This design comes from an exercise in tuning for a short achievable clock period and few clock cycles per item on the open sky130 flow, not from production work. The RTL was checked by simulation tests, not by an equivalence proof against the original design. No activity file was given, so power comes from the tool's default toggle rates.

File: flow/design.v
package isa_pkg;
    typedef logic [31:0] word_t;
    typedef logic [7:0]  byte_t;
    typedef logic [6:0]  opcode_t;
    typedef logic [2:0]  funct3_t;
    localparam opcode_t OPC_OP_IMM = 7'b0010011;
    localparam opcode_t OPC_OP     = 7'b0110011;
    localparam opcode_t OPC_LUI    = 7'b0110111;
    localparam opcode_t OPC_STORE  = 7'b0100011;
    localparam funct3_t F3_ADD  = 3'b000;   
    localparam funct3_t F3_SLL  = 3'b001;
    localparam funct3_t F3_SLT  = 3'b010;
    localparam funct3_t F3_SLTU = 3'b011;
    localparam funct3_t F3_XOR  = 3'b100;
    localparam funct3_t F3_SR   = 3'b101;   
    localparam funct3_t F3_OR   = 3'b110;
    localparam funct3_t F3_AND  = 3'b111;
    localparam funct3_t F3_SW = 3'b010;
    localparam int FUNCT7_ALT_BIT = 30;
    localparam word_t STOP_ADDR = 32'h0003_0004;
endpackage
package core_pkg;
    typedef logic [4:0] reg_idx_t;
    typedef enum logic [3:0]
    {
        ALU_ADD,
        ALU_SUB,
        ALU_SLL,
        ALU_SLT,
        ALU_SLTU,
        ALU_XOR,
        ALU_SRL,
        ALU_SRA,
        ALU_OR,
        ALU_AND,
        ALU_PASS_B   
    } alu_op_t;
    localparam int BYTES_PER_WORD = 4;
    typedef logic [$clog2(BYTES_PER_WORD)-1:0] byte_cnt_t;
endpackage
`timescale 1ns/1ps
module memory_controller #(
    parameter int MEM_ADDR_WIDTH = 18
) (
    input  logic           clk_in,
    input  logic           rst_in,
    input  logic           rdy_in,
    input  logic           fetch_req,
    input  isa_pkg::word_t fetch_addr,
    output logic           fetch_done,
    output isa_pkg::word_t fetch_word,
    input  logic           store_req,
    input  isa_pkg::word_t store_addr,
    input  isa_pkg::word_t store_data,
    output logic           store_done,
    input  isa_pkg::byte_t mem_din,
    output isa_pkg::byte_t mem_dout,
    output isa_pkg::word_t mem_a,
    output logic           mem_wr
);
    typedef enum logic [1:0] {ST_IDLE, ST_READ, ST_WRITE} state_t;
    localparam isa_pkg::word_t ADDR_MASK = (isa_pkg::word_t'(1) << MEM_ADDR_WIDTH) - 1;
    state_t              state_q;
    core_pkg::byte_cnt_t cnt_q;
    logic                pend_q;     
    logic                served_q;   
    logic                fetch_done_q;
    logic                store_done_q;
    isa_pkg::word_t      base_q;
    isa_pkg::word_t      data_q;
    isa_pkg::word_t      byte_addr;
    logic                last_byte;
    logic                start_wr;
    logic                start_rd;
    assign last_byte = cnt_q == core_pkg::byte_cnt_t'(core_pkg::BYTES_PER_WORD - 1);
    assign start_wr  = (state_q == ST_IDLE) && store_req && !store_done_q;
    assign start_rd  = (state_q == ST_IDLE) && fetch_req && !served_q && !start_wr;
    assign byte_addr = base_q + isa_pkg::word_t'(cnt_q) + isa_pkg::word_t'(rdy_in & pend_q);
    assign mem_a     = byte_addr & ADDR_MASK;
    assign mem_wr    = (state_q == ST_WRITE) && rdy_in;
    assign mem_dout  = isa_pkg::byte_t'(data_q >> {cnt_q, 3'b000});
    assign fetch_done = fetch_done_q;
    assign fetch_word = data_q;
    assign store_done = store_done_q;
    always_ff @(posedge clk_in)
    begin
        if (rst_in)
        begin
            state_q      <= ST_IDLE;
            cnt_q        <= '0;
            pend_q       <= 1'b0;
            served_q     <= 1'b0;
            fetch_done_q <= 1'b0;
            store_done_q <= 1'b0;
        end
        else if (rdy_in)
        begin
            fetch_done_q <= 1'b0;
            store_done_q <= 1'b0;
            if (!fetch_req)
                served_q <= 1'b0;
            case (state_q)
                ST_IDLE:
                begin
                    cnt_q <= '0;
                    if (start_wr)
                        state_q <= ST_WRITE;
                    else if (start_rd)
                        state_q <= ST_READ;
                end
                ST_READ:
                begin
                    pend_q <= 1'b1;
                    if (pend_q)
                    begin
                        cnt_q <= cnt_q + 1'b1;
                        if (last_byte)
                        begin
                            state_q      <= ST_IDLE;
                            pend_q       <= 1'b0;
                            served_q     <= 1'b1;
                            fetch_done_q <= 1'b1;
                        end
                    end
                end
                ST_WRITE:
                begin
                    cnt_q <= cnt_q + 1'b1;
                    if (last_byte)
                    begin
                        state_q      <= ST_IDLE;
                        store_done_q <= 1'b1;
                    end
                end
                default: state_q <= ST_IDLE;
            endcase
        end
    end
    always_ff @(posedge clk_in)
    begin
        if (rdy_in)
        begin
            if (start_wr)
            begin
                base_q <= store_addr;
                data_q <= store_data;
            end
            else if (start_rd)
                base_q <= fetch_addr;
            else if (state_q == ST_READ && pend_q)
                data_q[{cnt_q, 3'b000} +: 8] <= mem_din;   
        end
    end
endmodule
`timescale 1ns/1ps
module fetch_unit #(
    parameter int MEM_ADDR_WIDTH = 18
) (
    input  logic           clk_in,
    input  logic           rst_in,
    input  logic           rdy_in,
    input  logic           retire,
    input  logic           store_done,
    input  logic           halt,
    output logic           fetch_req,
    output isa_pkg::word_t fetch_addr
);
    localparam isa_pkg::word_t PC_MASK = (isa_pkg::word_t'(1) << MEM_ADDR_WIDTH) - 1;
    isa_pkg::word_t pc_q;
    logic           halted_q;
    logic           req_q;
    assign fetch_req  = req_q;
    assign fetch_addr = pc_q;
    always_ff @(posedge clk_in)
    begin
        if (rst_in)
        begin
            pc_q     <= '0;
            halted_q <= 1'b0;
            req_q    <= 1'b1;
        end
        else if (rdy_in)
        begin
            if (halt)
                halted_q <= 1'b1;
            if (retire || store_done)
            begin
                req_q <= 1'b0;   
                pc_q  <= (pc_q + isa_pkg::word_t'(core_pkg::BYTES_PER_WORD)) & PC_MASK;
            end
            else if (!halted_q && !halt)
                req_q <= 1'b1;
        end
    end
endmodule
`timescale 1ns/1ps
module decoder (
    input  logic               clk_in,
    input  logic               rst_in,
    input  logic               rdy_in,
    input  logic               fetch_done,
    input  isa_pkg::word_t     fetch_word,
    output core_pkg::reg_idx_t rs1_idx,
    output core_pkg::reg_idx_t rs2_idx,
    input  isa_pkg::word_t     rs1_val,
    input  isa_pkg::word_t     rs2_val,
    output logic               uop_valid,
    output logic               is_store,
    output logic               writes_rd,
    output core_pkg::reg_idx_t rd_idx,
    output isa_pkg::word_t     operand_a,
    output isa_pkg::word_t     operand_b,
    output isa_pkg::word_t     store_data,
    output core_pkg::alu_op_t  alu_op
);
    isa_pkg::opcode_t  opcode;
    isa_pkg::funct3_t  funct3;
    logic              alt;
    isa_pkg::word_t    imm_i;
    isa_pkg::word_t    imm_s;
    isa_pkg::word_t    imm_u;
    isa_pkg::word_t    b_d;
    core_pkg::alu_op_t op_d;
    logic              store_d;
    logic              wr_d;
    function automatic core_pkg::alu_op_t alu_from_funct3(input isa_pkg::funct3_t f3,
                                                          input logic sub_sra);
        case (f3)
            isa_pkg::F3_ADD: alu_from_funct3 = sub_sra ? core_pkg::ALU_SUB : core_pkg::ALU_ADD;
            isa_pkg::F3_SLL: alu_from_funct3 = core_pkg::ALU_SLL;
            isa_pkg::F3_SLT: alu_from_funct3 = core_pkg::ALU_SLT;
            isa_pkg::F3_SLTU: alu_from_funct3 = core_pkg::ALU_SLTU;
            isa_pkg::F3_XOR: alu_from_funct3 = core_pkg::ALU_XOR;
            isa_pkg::F3_SR: alu_from_funct3 = sub_sra ? core_pkg::ALU_SRA : core_pkg::ALU_SRL;
            isa_pkg::F3_OR: alu_from_funct3 = core_pkg::ALU_OR;
            isa_pkg::F3_AND: alu_from_funct3 = core_pkg::ALU_AND;
            default: alu_from_funct3 = core_pkg::ALU_ADD;
        endcase
    endfunction
    assign opcode  = fetch_word[6:0];
    assign funct3  = fetch_word[14:12];
    assign alt     = fetch_word[isa_pkg::FUNCT7_ALT_BIT];
    assign rs1_idx = fetch_word[19:15];
    assign rs2_idx = fetch_word[24:20];
    assign imm_i   = {{20{fetch_word[31]}}, fetch_word[31:20]};
    assign imm_s   = {{20{fetch_word[31]}}, fetch_word[31:25], fetch_word[11:7]};
    assign imm_u   = {fetch_word[31:12], 12'b0};
    always_comb
    begin
        b_d     = imm_i;
        op_d    = core_pkg::ALU_ADD;
        store_d = 1'b0;
        wr_d    = 1'b0;
        case (opcode)
            isa_pkg::OPC_OP_IMM:
            begin
                op_d = alu_from_funct3(funct3, alt && funct3 == isa_pkg::F3_SR);
                wr_d = 1'b1;
            end
            isa_pkg::OPC_OP:
            begin
                b_d  = rs2_val;
                op_d = alu_from_funct3(funct3, alt);
                wr_d = 1'b1;
            end
            isa_pkg::OPC_LUI:
            begin
                b_d  = imm_u;
                op_d = core_pkg::ALU_PASS_B;
                wr_d = 1'b1;
            end
            isa_pkg::OPC_STORE:
            begin
                b_d     = imm_s;
                store_d = funct3 == isa_pkg::F3_SW;   
            end
            default: ;
        endcase
    end
    always_ff @(posedge clk_in)
    begin
        if (rst_in)
            uop_valid <= 1'b0;
        else if (rdy_in)
            uop_valid <= fetch_done;
    end
    always_ff @(posedge clk_in)
    begin
        if (rdy_in && fetch_done)
        begin
            rd_idx     <= fetch_word[11:7];
            operand_a  <= rs1_val;
            operand_b  <= b_d;
            store_data <= rs2_val;
            alu_op     <= op_d;
            is_store   <= store_d;
            writes_rd  <= wr_d;
        end
    end
endmodule
`timescale 1ns/1ps
module regfile (
    input  logic               clk_in,
    input  logic               rst_in,
    input  logic               rdy_in,
    input  core_pkg::reg_idx_t rs1_idx,
    input  core_pkg::reg_idx_t rs2_idx,
    output isa_pkg::word_t     rs1_val,
    output isa_pkg::word_t     rs2_val,
    input  logic               wr_en,
    input  core_pkg::reg_idx_t wr_idx,
    input  isa_pkg::word_t     wr_val
);
    isa_pkg::word_t regs_q [32];
    assign rs1_val = regs_q[rs1_idx];
    assign rs2_val = regs_q[rs2_idx];
    always_ff @(posedge clk_in)
    begin
        if (rst_in)
        begin
            for (int i = 0; i < 32; i++)
                regs_q[i] <= '0;
        end
        else if (rdy_in && wr_en && wr_idx != '0)   
            regs_q[wr_idx] <= wr_val;
    end
endmodule
`timescale 1ns/1ps
module execute_unit (
    input  logic               clk_in,
    input  logic               rst_in,
    input  logic               rdy_in,
    input  logic               uop_valid,
    input  logic               is_store,
    input  logic               writes_rd,
    input  core_pkg::reg_idx_t rd_idx,
    input  isa_pkg::word_t     operand_a,
    input  isa_pkg::word_t     operand_b,
    input  isa_pkg::word_t     store_data,
    input  core_pkg::alu_op_t  alu_op,
    input  logic               store_done,
    output logic               retire,
    output logic               wr_en,
    output core_pkg::reg_idx_t wr_idx,
    output isa_pkg::word_t     wr_val,
    output logic               store_req,
    output isa_pkg::word_t     store_addr,
    output isa_pkg::word_t     store_data_out,
    output logic               halt
);
    isa_pkg::word_t result;
    logic [4:0]     shamt;
    assign shamt = operand_b[4:0];
    always_comb
    begin
        result = '0;
        case (alu_op)
            core_pkg::ALU_ADD:    result = operand_a + operand_b;   
            core_pkg::ALU_SUB:    result = operand_a - operand_b;
            core_pkg::ALU_SLL:    result = operand_a << shamt;
            core_pkg::ALU_SLT:    result = isa_pkg::word_t'($signed(operand_a) < $signed(operand_b));
            core_pkg::ALU_SLTU:   result = isa_pkg::word_t'(operand_a < operand_b);
            core_pkg::ALU_XOR:    result = operand_a ^ operand_b;
            core_pkg::ALU_SRL:    result = operand_a >> shamt;
            core_pkg::ALU_SRA:    result = $signed(operand_a) >>> shamt;
            core_pkg::ALU_OR:     result = operand_a | operand_b;
            core_pkg::ALU_AND:    result = operand_a & operand_b;
            core_pkg::ALU_PASS_B: result = operand_b;
            default:              result = '0;
        endcase
    end
    always_ff @(posedge clk_in)
    begin
        if (rst_in)
        begin
            retire    <= 1'b0;
            wr_en     <= 1'b0;
            store_req <= 1'b0;
            halt      <= 1'b0;
        end
        else if (rdy_in)
        begin
            retire <= uop_valid && !is_store;
            wr_en  <= uop_valid && !is_store && writes_rd;
            if (uop_valid && is_store)
            begin
                store_req <= 1'b1;
                halt      <= result == isa_pkg::STOP_ADDR;
            end
            else if (store_done)
            begin
                store_req <= 1'b0;
                halt      <= 1'b0;
            end
        end
    end
    always_ff @(posedge clk_in)
    begin
        if (rdy_in && uop_valid)
        begin
            wr_idx         <= rd_idx;
            wr_val         <= result;
            store_addr     <= result;
            store_data_out <= store_data;
        end
    end
endmodule
`timescale 1ns/1ps
module cpu #(
    parameter int MEM_ADDR_WIDTH = 18
) (
    input  logic           clk_in,
    input  logic           rst_in,
    input  logic           rdy_in,    
    input  isa_pkg::byte_t mem_din,
    output isa_pkg::byte_t mem_dout,
    output isa_pkg::word_t mem_a,
    output logic           mem_wr     
);
    logic                fetch_req;
    logic                fetch_done;
    isa_pkg::word_t      fetch_addr;
    isa_pkg::word_t      fetch_word;
    logic                store_req;
    logic                store_done;
    isa_pkg::word_t      store_addr;
    isa_pkg::word_t      exe_store_data;
    logic                retire;
    logic                halt;
    core_pkg::reg_idx_t  rs1_idx;
    core_pkg::reg_idx_t  rs2_idx;
    isa_pkg::word_t      rs1_val;
    isa_pkg::word_t      rs2_val;
    logic                uop_valid;
    logic                is_store;
    logic                writes_rd;
    core_pkg::reg_idx_t  rd_idx;
    isa_pkg::word_t      operand_a;
    isa_pkg::word_t      operand_b;
    isa_pkg::word_t      uop_store_data;
    core_pkg::alu_op_t   alu_op;
    logic                wr_en;
    core_pkg::reg_idx_t  wr_idx;
    isa_pkg::word_t      wr_val;
    memory_controller #(.MEM_ADDR_WIDTH(MEM_ADDR_WIDTH)) memory_controller_i (
        .clk_in(clk_in), .rst_in(rst_in), .rdy_in(rdy_in),
        .fetch_req(fetch_req), .fetch_addr(fetch_addr),
        .fetch_done(fetch_done), .fetch_word(fetch_word),
        .store_req(store_req), .store_addr(store_addr),
        .store_data(exe_store_data), .store_done(store_done),
        .mem_din(mem_din), .mem_dout(mem_dout), .mem_a(mem_a), .mem_wr(mem_wr)
    );
    fetch_unit #(.MEM_ADDR_WIDTH(MEM_ADDR_WIDTH)) fetch_unit_i (
        .clk_in(clk_in), .rst_in(rst_in), .rdy_in(rdy_in),
        .retire(retire), .store_done(store_done), .halt(halt),
        .fetch_req(fetch_req), .fetch_addr(fetch_addr)
    );
    decoder decoder_i (
        .clk_in(clk_in), .rst_in(rst_in), .rdy_in(rdy_in),
        .fetch_done(fetch_done), .fetch_word(fetch_word),
        .rs1_idx(rs1_idx), .rs2_idx(rs2_idx), .rs1_val(rs1_val), .rs2_val(rs2_val),
        .uop_valid(uop_valid), .is_store(is_store), .writes_rd(writes_rd),
        .rd_idx(rd_idx), .operand_a(operand_a), .operand_b(operand_b),
        .store_data(uop_store_data), .alu_op(alu_op)
    );
    regfile regfile_i (
        .clk_in(clk_in), .rst_in(rst_in), .rdy_in(rdy_in),
        .rs1_idx(rs1_idx), .rs2_idx(rs2_idx), .rs1_val(rs1_val), .rs2_val(rs2_val),
        .wr_en(wr_en), .wr_idx(wr_idx), .wr_val(wr_val)
    );
    execute_unit execute_unit_i (
        .clk_in(clk_in), .rst_in(rst_in), .rdy_in(rdy_in),
        .uop_valid(uop_valid), .is_store(is_store), .writes_rd(writes_rd),
        .rd_idx(rd_idx), .operand_a(operand_a), .operand_b(operand_b),
        .store_data(uop_store_data), .alu_op(alu_op), .store_done(store_done),
        .retire(retire), .wr_en(wr_en), .wr_idx(wr_idx), .wr_val(wr_val),
        .store_req(store_req), .store_addr(store_addr),
        .store_data_out(exe_store_data), .halt(halt)
    );
endmodule
File: flow/run.sh
#!/bin/bash
# synth_recipe.tcl (not shown) runs the flow's synth.tcl, then flattens the netlist and writes it again
# the make line also repeats each setting of config.mk as NAME=value (left out here)
make -C /OpenROAD-flow-scripts/flow DESIGN_CONFIG=/design/flow/config.mk WORK_HOME=/design/flow/orfs CLKGATE_MAP_FILE= SYNTH_SCRIPT=/design/flow/synth_recipe.tcl finish
File: flow/constraint.sdc
create_clock -name core_clock -period 6.0 [get_ports {clk_in}]
set_input_delay 1.2000 -clock core_clock [delete_from_list [all_inputs] [get_ports {clk_in}]]
set_output_delay 1.2000 -clock core_clock [all_outputs]
set_load 0.01 [all_outputs]
File: flow/config.mk
export PLATFORM = sky130hd
export DESIGN_NAME = cpu
export DESIGN_NICKNAME = cpu
export VERILOG_FILES = /design/flow/design.v
export SDC_FILE = /design/flow/constraint.sdc
export NUM_CORES = 4
export LEC_CHECK = 0
export CAP_MARGIN = 20
export CORE_MARGIN = 2
export CORE_UTILIZATION = 40
export SLEW_MARGIN = 20
==> summary.txt <==
-- power groups by stage --
| stage | combinational, W | sequential, W | clock (W) |
|---|---|---|---|
| 2_1_floorplan | 0.000474 | 0.0103 | 0 |
| 3_3_place_gp | 0.000844 | 0.0104 | 0 |
| 3_5_place_dp | 0.000850 | 0.0104 | 0 |
| 4_1_cts | 0.000852 | 0.0102 | 0.00868 |
| 5_1_grt | 0.000879 | 0.0102 | 0.00901 |
| 6_report | 0.000858 | 0.0102 | 0.00858 |
-- cells in the mapped netlist (28+ instances only) --
library cell	instances
buf_1	74
dfxtp_1	36
inv_1	114
or2_2	36
nor2_1	216
nand3_1	48
edfxtp_1	1250
mux4_2	680
o21ai_0	111
o22ai_1	43
nand2_1	193
and2_1	976
o211ai_1	36
ha_1	113
a21oi_1	164
nor2b_1	52
a22oi_1	35
buf_2	39
nor3_1	69
xnor2_1	28
mux2_2	109
clkbuf_1	384
mux2i_1	75
nand2b_1	28
-- layer usage --
| layer | vias up | global-route usage (%) | routed length, um |
|---|---|---|---|
| met5 | - | 0 | 64 |
| met4 | 8 | 15.0 | 16500 |
| met3 | 628 | 6.68 | 28300 |
| met2 | 3133 | 45.6 | 130000 |
| met1 | 26200 | 38.2 | 106000 |
| li1 | 20500 | - | - |
-- sequential cells by signal (all words and copies together) (netlist names), 18 cells and up, named ones only --
signal	flops
decoder_i.operand_b	32
regfile_i.regs_q	1024
execute_unit_i.wr_val	32
memory_controller_i.data_q	32
decoder_i.store_data	32
memory_controller_i.base_q	18
execute_unit_i.store_data_out	32
decoder_i.operand_a	32
-- kinds of logic (layout without fill, tap and decap cells) --
kind of cell | after synthesis | count (layout)
xor gates and xnor gates | 46 | 46
buffers and inverters | 639 | 637
AOI/OAI and AO/OA | 659 | 659
adders and majority gates | 117 | 117
and+or+nand+nor | 1746 | 1746
muxes | 875 | 875
other | 1 | 53
DFF | 1286 | 1286
-- final cells by class --
| type | instances | area (um^2) |
|---|---|---|
| Antenna cell | 7 | 17.5 |
| Clock buffer | 189 | 3860 |
| Clock inverter | 73 | 589 |
| Fill cell | 16400 | 102000 |
| Inverter | 117 | 439 |
| Multi-Input combinational cell | 3489 | 34200 |
| Sequential cell | 1286 | 38300 |
| Tap cell | 2480 | 3100 |
| Timing Repair Buffer | 258 | 2620 |
-- per-stage QoR --
step,hold WS [ps],utilization [%]
floorplan,400,-
global placement,401,42.4
detailed placement,405,42.4
CTS,414,44.8
global route,423,44.8
finish,409,44.8
-- layout by cell type (no fill, tap or decap), types with 31 or more instances in the layout --
cell type	instances
a21oi_1	163
mux4_2	680
and2_1	974
ha_1	113
edfxtp_1	1250
o211ai_1	36
clkdlybuf4s50_1	36
mux2_2	109
nand2_1	192
o22ai_1	43
dfxtp_1	31
inv_1	114
or2_2	36
clkbuf_1	41
a22oi_1	35
conb_1	46
nand3_1	48
clkbuf_16	148
nor2b_1	52
nor2_1	186
clkinv_1	40
nor3_1	67
o21ai_0	111
buf_12	42
mux2i_1	75
buf_4	171
-- how the worst max path moves through the flow --
stage          depth (start not counted)         to  slack [ps]
3_3_place_gp                          11  mem_a[14]         720
2_1_floorplan                         11  mem_a[14]        1600
3_5_place_dp                          11  mem_a[14]         760
6_report                              10  mem_a[14]         590
4_1_cts                               10  mem_a[14]         560
5_1_grt                               10  mem_a[13]         300
==> impl_metrics.yaml <==
synth:
  synth-simple-area-share_pct: 13.3
  async_flop_share_pct: 0
  synth_cells: 5369
  ys_seq_elements: 1286
  synth_area_mm2: 0.0745
  synth_top_cell_area_share_pct: 50.4
  synth_warnings: 5
  syn_area_per_cell_um2: 13.9
  yosys.area_share.adder_pct: 2.00
  synthMuxAreaShare_pct: 23.4
  synth-edff-count: 1250
  yosys-top-cells-area: "edfxtp_1, mux4_2, and2_1"
  yosysTopAreaCell: "edfxtp_1"
  synth_cell_types: 103
  yosysSeqAreaShare_pct: 51.3
  synth_top_family_by_area: "multiplexers"
  synth_compound_area_share_pct: 6.02
  synth_ff_type: "edfxtp_1"
  synth_xor_area_share_pct: 0.541
global_route:
  grt_max_degree: 100
  grt_first_pass_wirelength_um: 390000
  antenna_found_initial: 28
  grt_remaining_overflow: 0
  grt_pass1_vias: 49400
  grt_usage_pct: 29.2
cts:
  ctsResizeCount: 0
  cts.htree.levels: 4
  path_clk_slew_ps: 60
  cts_setup_buffers: 0
  clk_latency_ps: 810
  cts_tree: "yes"
  hold_buffers: 0
  cts.sinks: 1286
  clock_path_buffers: 3
  cts_inserted_buffers: 146
  root_buffer: "clkbuf_16"
critical_path:
  cp_max_fo: 14
  cp_data_arrival_time_ps: 4210
  path_buf_inv: 3
  crit_start: "memory_controller_i.cnt_q[0]$_SDFFE_PP0P_"
  start_kind: "flop"
  cp.required_ps: 4800
  reg2reg_to: "execute_unit_i.halt$_SDFFE_PP0P_"
  critical_path_class: "flop to output port"
  cpLargestDelayFamily: "buffers and inverters"
  reg2reg_from: "decoder_i.operand_b[1]$_DFFE_PP_"
  slowest_delay_ps: 780
  rrSetupSlack_ps: 1000
  cpMaxStageDelayCell: "dfxtp_1"
  path_cells: "inv_1, fa_1, inv_1, fa_1, and3_1, and2_1, nand2b_1, nor2_1, xor2_1, clkdlybuf4s50_1"
  reg2regPathDepth: 13
  worst_setup_path_end_kind: "output port"
pwr:
  p_total_w: 0.0196
  power_frac_comb_pct: 4.4
  power.share.clock_pct: 43.7
  seqPwrFrac_pct: 52.0
  max-vdd-ir-drop_v: 0.000308
  p_sw_share_pct: 22.8
  p_int_w: 0.0152
  powerDensity_mw_per_mm2: 237
  p_sw_w: 0.00447
  cellLeakagePower_nw: 29.3
floorplanning:
  start_util_pct: 40.2
  fp.dieW_um: 436
  core_mm2: 0.185
  die-area_mm2: 0.190
  ioPinCount: 52
  die_y_um: 436
  core.rowCount: 158
timing:
  drv_slew: 0
  worstMarginPinSlew_ps: 1140
  rsz0062_at_grt: "no"
  setup-violations-final: 0
  fin_crit_ps: 5410
  fmax_mhz: 185
  hold_viol_final: 0
  tns_ps: 0
  max_slew_margin_pct: 23.7
  fin_ws_ps: 591
  period_share_pct: 90.1
  skew_ps: 53.5
placement:
  port_buffers: 37
  place_area_mm2: 0.0785
  post-dp-hpwl_um: 182000
  dpl.cell_count: 7627
  dp_slack_ps: 758
  gp_congestion: 1.02
finish:
  layout.nets: 5426
  final_area_mm2: 0.0831
  syn2layout_area_growth_pct: 11.4
  drive_gt1_share_pct: 24.1
  final_cells: 7899
flow_run:
  max_cap_violations: 0
route:
  drc: 0
  wl_um: 281000
  avgViaCountPerCell: 6.38
  drtAntennaViolNets: 0
  drt_iter0_drc: 7297
  routedWlPerCell_um: 35.6
  dr.pass1.iters: 6
  via_count: 50400
status:
  outcome: "finished clean"
hold_path:
  hold_class: "flop to flop"
  holdPathStages: 0
  hold_end: "execute_unit_i.store_data_out[14]$_DFFE_PP_"
  min_from: "decoder_i.store_data[14]$_DFFE_PP_"
Testbench counts, summed over its fixed seeds: cycles 132,785, instrs 11,966.

separate check: timing with driven ports:
Ports are ideal in the flow. The routed layout listed here was re-timed in OpenROAD. Step 1 (the two cells are an assumption about what drives the block):
set clk [get_ports {clk_in}]
set_driving_cell -lib_cell sky130_fd_sc_hd__clkbuf_16 $clk
set_driving_cell -lib_cell sky130_fd_sc_hd__buf_2 [delete_from_list [all_inputs] $clk]
Step 2 also shifts input and output timing later by t, the mid clock arrival at the registers, as if the neighbouring blocks saw the same clock. a / b / c = ideal ports / drivers / drivers and shift; a / b = the first two.
t, ns: 0.865
setup slack, ns: 0.591 / 0.510 / 0.746
worst setup path at the end: input to output
slew at the worst register clock pin (ns): 0.07 / 0.07
After both steps this run still meets setup and hold. The setup slack of this run moves by -0.081 ns with the drivers and by +0.155 ns with both steps.
